This is an optimization exercise on Yosys and OpenROAD, whose aim is small area, not a production implementation.
In this exercise RTL edits were held to simulation tests only and were not proved equivalent to the original.
Power figures rest on the tool's default switching activity, not on a simulated workload.

File: flow/design.v
package cache_pkg;
    localparam int ADDR_WIDTH   = 16;
    localparam int DATA_WIDTH   = 32;
    localparam int BE_WIDTH     = DATA_WIDTH / 8;
    localparam int NUM_WAYS     = 2;
    localparam int NUM_SETS     = 8;
    localparam int INDEX_WIDTH  = 3;
    localparam int OFFSET_WIDTH = 2;
    localparam int TAG_WIDTH    = ADDR_WIDTH - INDEX_WIDTH - OFFSET_WIDTH;
    localparam int COUNT_WIDTH  = 32;
    typedef struct packed {
        logic [TAG_WIDTH-1:0]    tag;
        logic [INDEX_WIDTH-1:0]  index;
        logic [OFFSET_WIDTH-1:0] offset;
    } cache_addr_fields_t;
    typedef union packed {
        logic [ADDR_WIDTH-1:0] word;
        cache_addr_fields_t    fields;
    } cache_addr_t;
    typedef enum logic [2:0] {
        IDLE,
        LOOKUP,
        HIT_RESP,
        WB_REQ,
        WB_WAIT,
        FILL_REQ,
        FILL_WAIT,
        RESP
    } ctrl_state_t;
endpackage
`timescale 1ns/1ps
import cache_pkg::*;
module cache_store (
    input  logic                                clk,
    input  logic                                rst_n,
    input  logic                                lookup_i,
    input  cache_pkg::cache_addr_t              lookup_addr_i,
    input  logic                                write_i,
    input  logic                                write_way_i,
    input  logic [cache_pkg::BE_WIDTH-1:0]      write_be_i,
    input  logic [cache_pkg::DATA_WIDTH-1:0]    write_data_i,
    input  logic                                write_dirty_i,
    input  logic                                touch_i,
    input  logic                                touch_way_i,
    output logic                                hit_o,
    output logic                                hit_way_o,
    output logic [cache_pkg::DATA_WIDTH-1:0]    rdata_o,
    output logic                                victim_way_o,
    output logic                                victim_dirty_o,
    output logic [cache_pkg::TAG_WIDTH-1:0]     victim_tag_o,
    output logic [cache_pkg::DATA_WIDTH-1:0]    victim_data_o
);
    logic [TAG_WIDTH-1:0]   tag_mem  [NUM_WAYS][NUM_SETS];
    logic [DATA_WIDTH-1:0]  data_mem [NUM_WAYS][NUM_SETS];
    logic [NUM_WAYS-1:0]    valid_q  [NUM_SETS];
    logic [NUM_WAYS-1:0]    dirty_q  [NUM_SETS];
    logic [NUM_SETS-1:0]    mru_q;
    logic [INDEX_WIDTH-1:0] idx;
    logic [NUM_WAYS-1:0]    way_hit;
    logic                   vict_way;
    assign idx = lookup_addr_i.fields.index;
    always_comb
    begin
        for (int w = 0; w < NUM_WAYS; w++)
        begin
            way_hit[w] = valid_q[idx][w] && (tag_mem[w][idx] == lookup_addr_i.fields.tag);
        end
    end
    always_comb
    begin
        if (!valid_q[idx][0])
            vict_way = 1'b0;
        else if (!valid_q[idx][1])
            vict_way = 1'b1;
        else
            vict_way = ~mru_q[idx];
    end
    always_ff @(posedge clk)
    begin
        if (!rst_n)
        begin
            hit_o          <= 1'b0;
            hit_way_o      <= 1'b0;
            victim_way_o   <= 1'b0;
            victim_dirty_o <= 1'b0;
        end
        else if (lookup_i)
        begin
            hit_o          <= |way_hit;
            hit_way_o      <= way_hit[1];
            victim_way_o   <= vict_way;
            victim_dirty_o <= valid_q[idx][vict_way] && dirty_q[idx][vict_way];
        end
    end
    always_ff @(posedge clk)
    begin
        if (lookup_i)
        begin
            rdata_o       <= data_mem[way_hit[1]][idx];
            victim_tag_o  <= tag_mem[vict_way][idx];
            victim_data_o <= data_mem[vict_way][idx];
        end
    end
    always_ff @(posedge clk)
    begin
        if (!rst_n)
        begin
            for (int s = 0; s < NUM_SETS; s++)
            begin
                valid_q[s] <= '0;
                dirty_q[s] <= '0;
            end
            mru_q <= '0;
        end
        else
        begin
            if (write_i)
            begin
                valid_q[idx][write_way_i] <= 1'b1;
                dirty_q[idx][write_way_i] <= write_dirty_i;
            end
            if (touch_i)
                mru_q[idx] <= touch_way_i;
        end
    end
    always_ff @(posedge clk)
    begin
        if (write_i)
        begin
            tag_mem[write_way_i][idx] <= lookup_addr_i.fields.tag;
            for (int b = 0; b < BE_WIDTH; b++)
            begin
                if (write_be_i[b])
                    data_mem[write_way_i][idx][8*b +: 8] <= write_data_i[8*b +: 8];
            end
        end
    end
endmodule
`timescale 1ns/1ps
import cache_pkg::*;
module cache_counters (
    input  logic                                clk,
    input  logic                                rst_n,
    input  logic                                hit_i,
    input  logic                                miss_i,
    input  logic                                mem_txn_i,
    output logic [cache_pkg::COUNT_WIDTH-1:0]   hit_count_o,
    output logic [cache_pkg::COUNT_WIDTH-1:0]   miss_count_o,
    output logic [cache_pkg::COUNT_WIDTH-1:0]   mem_txn_count_o
);
    logic [2:0]             inc;
    logic [COUNT_WIDTH-1:0] count_q [3];
    assign inc = {mem_txn_i, miss_i, hit_i};
    always_ff @(posedge clk)
    begin
        if (!rst_n)
        begin
            for (int i = 0; i < 3; i++)
            begin
                count_q[i] <= '0;
            end
        end
        else
        begin
            for (int i = 0; i < 3; i++)
            begin
                if (inc[i] && count_q[i] != '1)
                    count_q[i] <= count_q[i] + 1'b1;
            end
        end
    end
    assign hit_count_o     = count_q[0];
    assign miss_count_o    = count_q[1];
    assign mem_txn_count_o = count_q[2];
endmodule
`timescale 1ns/1ps
import cache_pkg::*;
module cache_ctrl (
    input  logic                                clk,
    input  logic                                rst_n,
    input  logic                                proc_req_i,
    input  logic [cache_pkg::ADDR_WIDTH-1:0]    proc_addr_i,
    input  logic                                proc_we_i,
    input  logic [cache_pkg::BE_WIDTH-1:0]      proc_be_i,
    input  logic [cache_pkg::DATA_WIDTH-1:0]    proc_wdata_i,
    output logic                                proc_gnt_o,
    output logic                                proc_rvalid_o,
    output logic [cache_pkg::DATA_WIDTH-1:0]    proc_rdata_o,
    output logic                                mem_req_o,
    output logic [cache_pkg::ADDR_WIDTH-1:0]    mem_addr_o,
    output logic                                mem_we_o,
    output logic [cache_pkg::BE_WIDTH-1:0]      mem_be_o,
    output logic [cache_pkg::DATA_WIDTH-1:0]    mem_wdata_o,
    input  logic                                mem_gnt_i,
    input  logic                                mem_rvalid_i,
    input  logic [cache_pkg::DATA_WIDTH-1:0]    mem_rdata_i,
    output logic                                lookup_o,
    output cache_pkg::cache_addr_t              lookup_addr_o,
    output logic                                write_o,
    output logic                                write_way_o,
    output logic [cache_pkg::BE_WIDTH-1:0]      write_be_o,
    output logic [cache_pkg::DATA_WIDTH-1:0]    write_data_o,
    output logic                                write_dirty_o,
    output logic                                touch_o,
    output logic                                touch_way_o,
    input  logic                                hit_i,
    input  logic                                hit_way_i,
    input  logic [cache_pkg::DATA_WIDTH-1:0]    rdata_i,
    input  logic                                victim_way_i,
    input  logic                                victim_dirty_i,
    input  logic [cache_pkg::TAG_WIDTH-1:0]     victim_tag_i,
    input  logic [cache_pkg::DATA_WIDTH-1:0]    victim_data_i,
    output logic                                hit_o,
    output logic                                miss_o,
    output logic                                mem_txn_o
);
    cache_pkg::ctrl_state_t            state;
    cache_pkg::cache_addr_t            addr_q;
    logic                   we_q;
    logic [BE_WIDTH-1:0]    be_q;
    logic [DATA_WIDTH-1:0]  wdata_q;
    cache_pkg::cache_addr_t            fill_addr;
    cache_pkg::cache_addr_t            wb_addr;
    logic [DATA_WIDTH-1:0]  merged;
    assign lookup_o = (state == IDLE) && proc_req_i;
    always_comb
    begin
        if (state == IDLE)
            lookup_addr_o.word = proc_addr_i;
        else
            lookup_addr_o = addr_q;
    end
    always_comb
    begin
        fill_addr                = addr_q;
        fill_addr.fields.offset  = '0;
        wb_addr.fields.tag       = victim_tag_i;
        wb_addr.fields.index     = addr_q.fields.index;
        wb_addr.fields.offset    = '0;
    end
    always_comb
    begin
        for (int b = 0; b < BE_WIDTH; b++)
        begin
            if (we_q && be_q[b])
                merged[8*b +: 8] = wdata_q[8*b +: 8];
            else
                merged[8*b +: 8] = mem_rdata_i[8*b +: 8];
        end
    end
    always_comb
    begin
        write_o       = 1'b0;
        touch_o       = 1'b0;
        write_way_o   = victim_way_i;
        write_be_o    = '1;
        write_data_o  = merged;
        write_dirty_o = we_q;
        if (state == LOOKUP && hit_i)
        begin
            touch_o       = 1'b1;
            write_o       = we_q;
            write_way_o   = hit_way_i;
            write_be_o    = be_q;
            write_data_o  = wdata_q;
            write_dirty_o = 1'b1;
        end
        else if (state == FILL_WAIT && mem_rvalid_i)
        begin
            write_o = 1'b1;
            touch_o = 1'b1;
        end
    end
    assign touch_way_o = write_way_o;
    assign proc_gnt_o  = (state == HIT_RESP) || (state == RESP);
    assign mem_be_o    = '1;
    assign hit_o       = (state == LOOKUP) && hit_i;
    assign miss_o      = (state == LOOKUP) && !hit_i;
    assign mem_txn_o   = mem_req_o && mem_gnt_i;
    always_ff @(posedge clk)
    begin
        if (!rst_n)
        begin
            state         <= IDLE;
            mem_req_o     <= 1'b0;
            proc_rvalid_o <= 1'b0;
        end
        else
        begin
            proc_rvalid_o <= 1'b0;
            unique case (state)
                IDLE:
                begin
                    if (proc_req_i)
                        state <= LOOKUP;
                end
                LOOKUP:
                begin
                    if (hit_i)
                        state <= HIT_RESP;
                    else
                    begin
                        mem_req_o <= 1'b1;
                        state     <= victim_dirty_i ? WB_REQ : FILL_REQ;
                    end
                end
                HIT_RESP, RESP:
                begin
                    proc_rvalid_o <= 1'b1;
                    state         <= IDLE;
                end
                WB_REQ:
                begin
                    if (mem_gnt_i)
                    begin
                        mem_req_o <= 1'b0;
                        state     <= WB_WAIT;
                    end
                end
                WB_WAIT:
                begin
                    if (mem_rvalid_i)
                    begin
                        mem_req_o <= 1'b1;
                        state     <= FILL_REQ;
                    end
                end
                FILL_REQ:
                begin
                    if (mem_gnt_i)
                    begin
                        mem_req_o <= 1'b0;
                        state     <= FILL_WAIT;
                    end
                end
                FILL_WAIT:
                begin
                    if (mem_rvalid_i)
                        state <= RESP;
                end
            endcase
        end
    end
    always_ff @(posedge clk)
    begin
        if (state == IDLE && proc_req_i)
        begin
            addr_q.word <= proc_addr_i;
            we_q        <= proc_we_i;
            be_q        <= proc_be_i;
            wdata_q     <= proc_wdata_i;
        end
        if (state == LOOKUP && !hit_i)
        begin
            mem_addr_o  <= victim_dirty_i ? wb_addr.word : fill_addr.word;
            mem_we_o    <= victim_dirty_i;
            mem_wdata_o <= victim_data_i;
        end
        if (state == WB_WAIT && mem_rvalid_i)
        begin
            mem_addr_o <= fill_addr.word;
            mem_we_o   <= 1'b0;
        end
        if (state == FILL_WAIT && mem_rvalid_i)
            proc_rdata_o <= we_q ? '0 : mem_rdata_i;
        if (state == HIT_RESP)
            proc_rdata_o <= we_q ? '0 : rdata_i;
    end
endmodule
`timescale 1ns/1ps
import cache_pkg::*;
module cache_top (
    input  logic                                clk,
    input  logic                                rst_n,
    input  logic                                proc_req_i,
    input  logic [cache_pkg::ADDR_WIDTH-1:0]    proc_addr_i,
    input  logic                                proc_we_i,
    input  logic [cache_pkg::BE_WIDTH-1:0]      proc_be_i,
    input  logic [cache_pkg::DATA_WIDTH-1:0]    proc_wdata_i,
    output logic                                proc_gnt_o,
    output logic                                proc_rvalid_o,
    output logic [cache_pkg::DATA_WIDTH-1:0]    proc_rdata_o,
    output logic                                mem_req_o,
    output logic [cache_pkg::ADDR_WIDTH-1:0]    mem_addr_o,
    output logic                                mem_we_o,
    output logic [cache_pkg::BE_WIDTH-1:0]      mem_be_o,
    output logic [cache_pkg::DATA_WIDTH-1:0]    mem_wdata_o,
    input  logic                                mem_gnt_i,
    input  logic                                mem_rvalid_i,
    input  logic [cache_pkg::DATA_WIDTH-1:0]    mem_rdata_i,
    output logic [cache_pkg::COUNT_WIDTH-1:0]   hit_count_o,
    output logic [cache_pkg::COUNT_WIDTH-1:0]   miss_count_o,
    output logic [cache_pkg::COUNT_WIDTH-1:0]   mem_txn_count_o
);
    logic                   lookup;
    cache_pkg::cache_addr_t            lookup_addr;
    logic                   write;
    logic                   write_way;
    logic [BE_WIDTH-1:0]    write_be;
    logic [DATA_WIDTH-1:0]  write_data;
    logic                   write_dirty;
    logic                   touch;
    logic                   touch_way;
    logic                   hit;
    logic                   hit_way;
    logic [DATA_WIDTH-1:0]  rdata;
    logic                   victim_way;
    logic                   victim_dirty;
    logic [TAG_WIDTH-1:0]   victim_tag;
    logic [DATA_WIDTH-1:0]  victim_data;
    logic                   hit_evt;
    logic                   miss_evt;
    logic                   mem_txn_evt;
    cache_ctrl u_ctrl (
        .clk            (clk),
        .rst_n          (rst_n),
        .proc_req_i     (proc_req_i),
        .proc_addr_i    (proc_addr_i),
        .proc_we_i      (proc_we_i),
        .proc_be_i      (proc_be_i),
        .proc_wdata_i   (proc_wdata_i),
        .proc_gnt_o     (proc_gnt_o),
        .proc_rvalid_o  (proc_rvalid_o),
        .proc_rdata_o   (proc_rdata_o),
        .mem_req_o      (mem_req_o),
        .mem_addr_o     (mem_addr_o),
        .mem_we_o       (mem_we_o),
        .mem_be_o       (mem_be_o),
        .mem_wdata_o    (mem_wdata_o),
        .mem_gnt_i      (mem_gnt_i),
        .mem_rvalid_i   (mem_rvalid_i),
        .mem_rdata_i    (mem_rdata_i),
        .lookup_o       (lookup),
        .lookup_addr_o  (lookup_addr),
        .write_o        (write),
        .write_way_o    (write_way),
        .write_be_o     (write_be),
        .write_data_o   (write_data),
        .write_dirty_o  (write_dirty),
        .touch_o        (touch),
        .touch_way_o    (touch_way),
        .hit_i          (hit),
        .hit_way_i      (hit_way),
        .rdata_i        (rdata),
        .victim_way_i   (victim_way),
        .victim_dirty_i (victim_dirty),
        .victim_tag_i   (victim_tag),
        .victim_data_i  (victim_data),
        .hit_o          (hit_evt),
        .miss_o         (miss_evt),
        .mem_txn_o      (mem_txn_evt)
    );
    cache_store u_store (
        .clk            (clk),
        .rst_n          (rst_n),
        .lookup_i       (lookup),
        .lookup_addr_i  (lookup_addr),
        .write_i        (write),
        .write_way_i    (write_way),
        .write_be_i     (write_be),
        .write_data_i   (write_data),
        .write_dirty_i  (write_dirty),
        .touch_i        (touch),
        .touch_way_i    (touch_way),
        .hit_o          (hit),
        .hit_way_o      (hit_way),
        .rdata_o        (rdata),
        .victim_way_o   (victim_way),
        .victim_dirty_o (victim_dirty),
        .victim_tag_o   (victim_tag),
        .victim_data_o  (victim_data)
    );
    cache_counters u_counters (
        .clk             (clk),
        .rst_n           (rst_n),
        .hit_i           (hit_evt),
        .miss_i          (miss_evt),
        .mem_txn_i       (mem_txn_evt),
        .hit_count_o     (hit_count_o),
        .miss_count_o    (miss_count_o),
        .mem_txn_count_o (mem_txn_count_o)
    );
endmodule
File: flow/run.sh
#!/bin/bash
# synth_recipe.tcl (not shown) runs the flow's synth.tcl, then flattens the netlist and writes it again
# the make line also repeats each setting of config.mk as NAME=value (left out here)
make -C /OpenROAD-flow-scripts/flow DESIGN_CONFIG=/design/flow/config.mk WORK_HOME=/design/flow/orfs CLKGATE_MAP_FILE= SYNTH_SCRIPT=/design/flow/synth_recipe.tcl finish
File: flow/config.mk
export PLATFORM = sky130hd
export DESIGN_NAME = cache_top
export DESIGN_NICKNAME = cache_top
export VERILOG_FILES = /design/flow/design.v
export SDC_FILE = /design/flow/constraint.sdc
export NUM_CORES = 4
export LEC_CHECK = 0
export CAP_MARGIN = 20
export CORE_MARGIN = 2
export CORE_UTILIZATION = 40
export SLEW_MARGIN = 20
File: flow/constraint.sdc
create_clock -name core_clock -period 5.0 [get_ports {clk}]
set_input_delay 1.0000 -clock core_clock [delete_from_list [all_inputs] [get_ports {clk}]]
set_output_delay 1.0000 -clock core_clock [all_outputs]
set_load 0.01 [all_outputs]
==> flow_metrics.tcl <==
set metrics [dict create \
    layout_common_cells "edfxtp_1 (924), clkdlybuf4s50_1 (265), nand2_1 (233), nor2_1 (199), a22oi_1 (171)" \
    grt_max_degree 129 \
    htreeDepth 3 \
    die_area_sq_um 105000 \
    worst-r2r-cell-count 13 \
    avgRoutedWirePerCell_um 24.2 \
    min_from "u_store.victim_data_o[9]" \
    gp_congestion 0.829 \
    async_reset_ff_share_pct 0 \
    max-clock-path-buffers 3 \
    ys.warnings.count 4 \
    final_area_sq_um 49300 \
    drt_iter0_markers 2460 \
    synth-seq-cells 1038 \
    setup_viol 0 \
    rsz0062_at_grt "no" \
    path_class "primary input to register" \
    port_buffers 265 \
    min_to "u_ctrl.mem_wdata_o[9]" \
    ant_nets 0 \
    place_area_sq_um 45700 \
    crit_top_cell "buf_4" \
    crit_slowest_cell "clkdlybuf4s50_1" \
    avgViaCountPerCell 5.59 \
    hp-class "register to register" \
    die_w_um 324 \
    internal_power_w 0.0163 \
    cp_cell_sequence "clkdlybuf4s50_1 -> buf_4 -> nor4b_1 -> o21ai_0 -> a32o_1 -> a221o_1 -> xnor2_1 -> a2111oi_2 -> buf_4 -> nand4_1 -> nor4_4 -> buf_12 -> buf_4 -> mux2i_1" \
    critPathRequiredTime_ns 5.52 \
    peakVddDrop_mv 0.249 \
    cp_max_fo 26 \
    r2r_setup_slack_ns 0.61 \
    area_growth_pct 20.6 \
    end_kind "register" \
    period_share_pct 88.5 \
    p_sw_w 0.00570 \
    comb_power_share_pct 16.0 \
    hold_buffers 0 \
    drive_gt1_share_pct 12.0 \
    syn_avg_cell_area_sq_um 14.7 \
    path_clk_slew_ns 0.06 \
    ys.flop_type "edfxtp_1" \
    worstSkewPairLatency_ns 0.70 \
    power.density_nw_per_um2 445 \
    switching_share_pct 25.9 \
    initial_utilization_pct 40.2 \
    synth-edff-count 924 \
    numCtsBuffers 105 \
    cp-start-kind "primary input" \
    core_region_area_sq_um 102000 \
    first_pass_iters 5 \
    rr_endpoint "u_store.rdata_o[16]" \
    grt_pass1_vias 25500 \
    worst_pin_slew_ns 1.13 \
    hold_viol 0 \
    finClkSkew_ns 0.0349 \
    r2r-start "u_ctrl.state[2]" \
    fin_crit_ns 4.42 \
    cts.sink_count 1038 \
    leakage_nw 16.4 \
    die_h_um 324 \
    utilization_pct 48.5 \
    pin_count 274 \
    hold_depth 0 \
    fmax_mhz 226 \
    antenna_found_initial 2 \
    synth_area_leaders "edfxtp_1 (68%), dfxtp_1 (5.6%), a22oi_1 (3.1%), mux2i_1 (2.3%), nand2_1 (2.2%)" \
    place_hpwl_mm 68.7 \
    grt-ovfl-total 0 \
    seqPwrFrac_pct 46.7 \
    layout.nets 3216 \
    cts_setup_buffers 0 \
    ys_seq_area_share_pct 73.5 \
    final_common_cell "edfxtp_1" \
    synthDistinctLibCells 70 \
    grtUsageTotal_pct 20.6 \
    cts_root_buf "clkbuf_16" \
    arrival_ns 4.95 \
    fp-row-count 117 \
    status "no timing/DRC/antenna violations" \
    cap_viol_max_count 0 \
    p_clk_share_pct 37.3 \
    synth_top_area_share_pct 67.9 \
    grt_pass1_wl_mm 162 \
    cts_tree "yes" \
    critPathMaxStageDelay_ns 0.50 \
    slew_violations 0 \
    relSlewSlack_pct 25.0 \
    drc 0 \
    cts_resized 0 \
    synth_largest_area_cell "edfxtp_1" \
    syn_inst 2772 \
    wl_mm 111 \
    vias 25600 \
    syn_area_sq_um 40900 \
]
==> cells by family after synthesis <==
logic type | synth area share, %
other | 0.0184
flip-flops | 73.5
AO/OA/AOI/OAI | 8.84
multiplexers | 4.44
adder cells (fa/ha/maj) | 0.245
buffers and inverters | 1.98
AND/OR/NAND/NOR | 8.97
XOR/XNOR | 2.06
==> worst max-delay path, delay by kind of cell <==
| kind | cells | cell delay (ns) |
|---|---|---|
| xor+xnor | 1 | 0.15 |
| mux | 1 | 0.22 |
| simple gates | 3 | 0.79 |
| compound gates | 4 | 1.20 |
| buf+inv | 5 | 1.54 |
==> power by group through the flow <==
stage	registers, W	clock network [W]	logic, W
after detailed placement	0.0104	0	0.00349
after floorplan	0.0104	0	0.00204
after global placement	0.0104	0	0.00343
after CTS	0.0103	0.00834	0.00352
after global routing	0.0103	0.00869	0.00377
final	0.0103	0.00820	0.00350
==> layer usage <==
metal / GRT usage (%) / vias up / share of wire (%) / wire, um
li1: - / 11400 / - / -
met1: 27.7 / 13000 / 42 / 46600
met2: 34.2 / 987 / 48 / 53600
met3: 3.82 / 144 / 7.6 / 8370
met4: 5.97 / 0 / 1.9 / 2110
met5: 0 / - / 0 / 0
==> how the worst max path moves through the flow <==
| stage | startpoint | endpoint | slack [ns] | depth (start not counted) |
|---|---|---|---|---|
| after floorplan | proc_addr_i[2] | u_store.rdata_o[22] | 0.78 | 12 |
| after global placement | proc_addr_i[2] | u_store.rdata_o[10] | -0.0005 | 13 |
| after detailed placement | proc_addr_i[2] | u_store.rdata_o[10] | 0.008 | 13 |
| after CTS | u_ctrl.state[2] | u_store.rdata_o[10] | 0.64 | 13 |
| after global routing | u_ctrl.state[2] | u_store.rdata_o[16] | 0.38 | 13 |
| final | proc_addr_i[2] | u_store.rdata_o[16] | 0.58 | 14 |
==> flip-flops by register name, indices dropped and copies added, names as in the netlist, 32 cells and up <==
name / count
u_counters.count_q: 96
u_ctrl.mem_wdata_o: 32
u_ctrl.proc_rdata_o: 32
u_ctrl.wdata_q: 32
u_store.data_mem: 512
u_store.rdata_o: 32
u_store.tag_mem: 176
u_store.victim_data_o: 32
==> through the flow <==
stage               worst slack, ns  cells  setup TNS, ns  hold WS, ns  power (W)
floorplan                     0.779   2776              0        0.400     0.0125
global placement          -0.000538   4378      -0.000538        0.406     0.0139
detailed placement          0.00846   4378              0        0.405     0.0139
CTS                           0.645   4572              0        0.420     0.0221
global route                  0.376   4573              0        0.422     0.0228
finish                        0.576   4575              0        0.421     0.0220
==> cell usage after synthesis (all sizes together), types with 17 or more instances <==
cell / n
and4: 17
nor3: 40
o22ai: 40
a22oi: 171
inv: 39
mux2: 72
and2: 25
a21oi: 71
nand4: 44
edfxtp: 924
dfxtp: 114
xnor2: 46
and3: 65
clkbuf: 118
a221oi: 50
o21ai: 50
nand3: 53
xor2: 50
or3: 24
mux2i: 97
a22o: 50
nor2: 201
nand2: 238
buf: 37
==> layout make-up <==
type                            instances  area [sq um]
Fill cell                            8624         52300
Sequential cell                      1038         30000
Multi-Input combinational cell       1544         10100
Timing Repair Buffer                  390          3670
Clock buffer                          123          2750
Tap cell                             1368          1710
Clock inverter                         71           862
Inverter                               39           150
Antenna cell                            2          5.00

## separate check: timing with driven ports
Ports are ideal in the flow. The routed layout listed here was re-timed in OpenROAD.
Step 1: set_driving_cell puts a clkbuf_16 on clk and a buf_2 on each other input, an assumption about the parent block.
Step 2 times the ports against the registers' clock, not the clock port: input delays grow and output delays shrink by t, the midpoint of the rising clock arrivals with the driver on.
Slacks: ideal ports / drivers / drivers and shift; pairs: ideal ports / drivers.
t, ns: 0.753
setup WS [ns]: 0.576 / 0.612 / -0.132
worst hold slack (ns): 0.421 / 0.421 / 0.421
worst setup path after step 2: input to register
pins driven straight from the clock port: 1
With both steps, setup timing fails in this run, where it was met with ideal ports. The setup slack of this run moves by +0.036 ns with the drivers and by -0.708 ns with both steps.
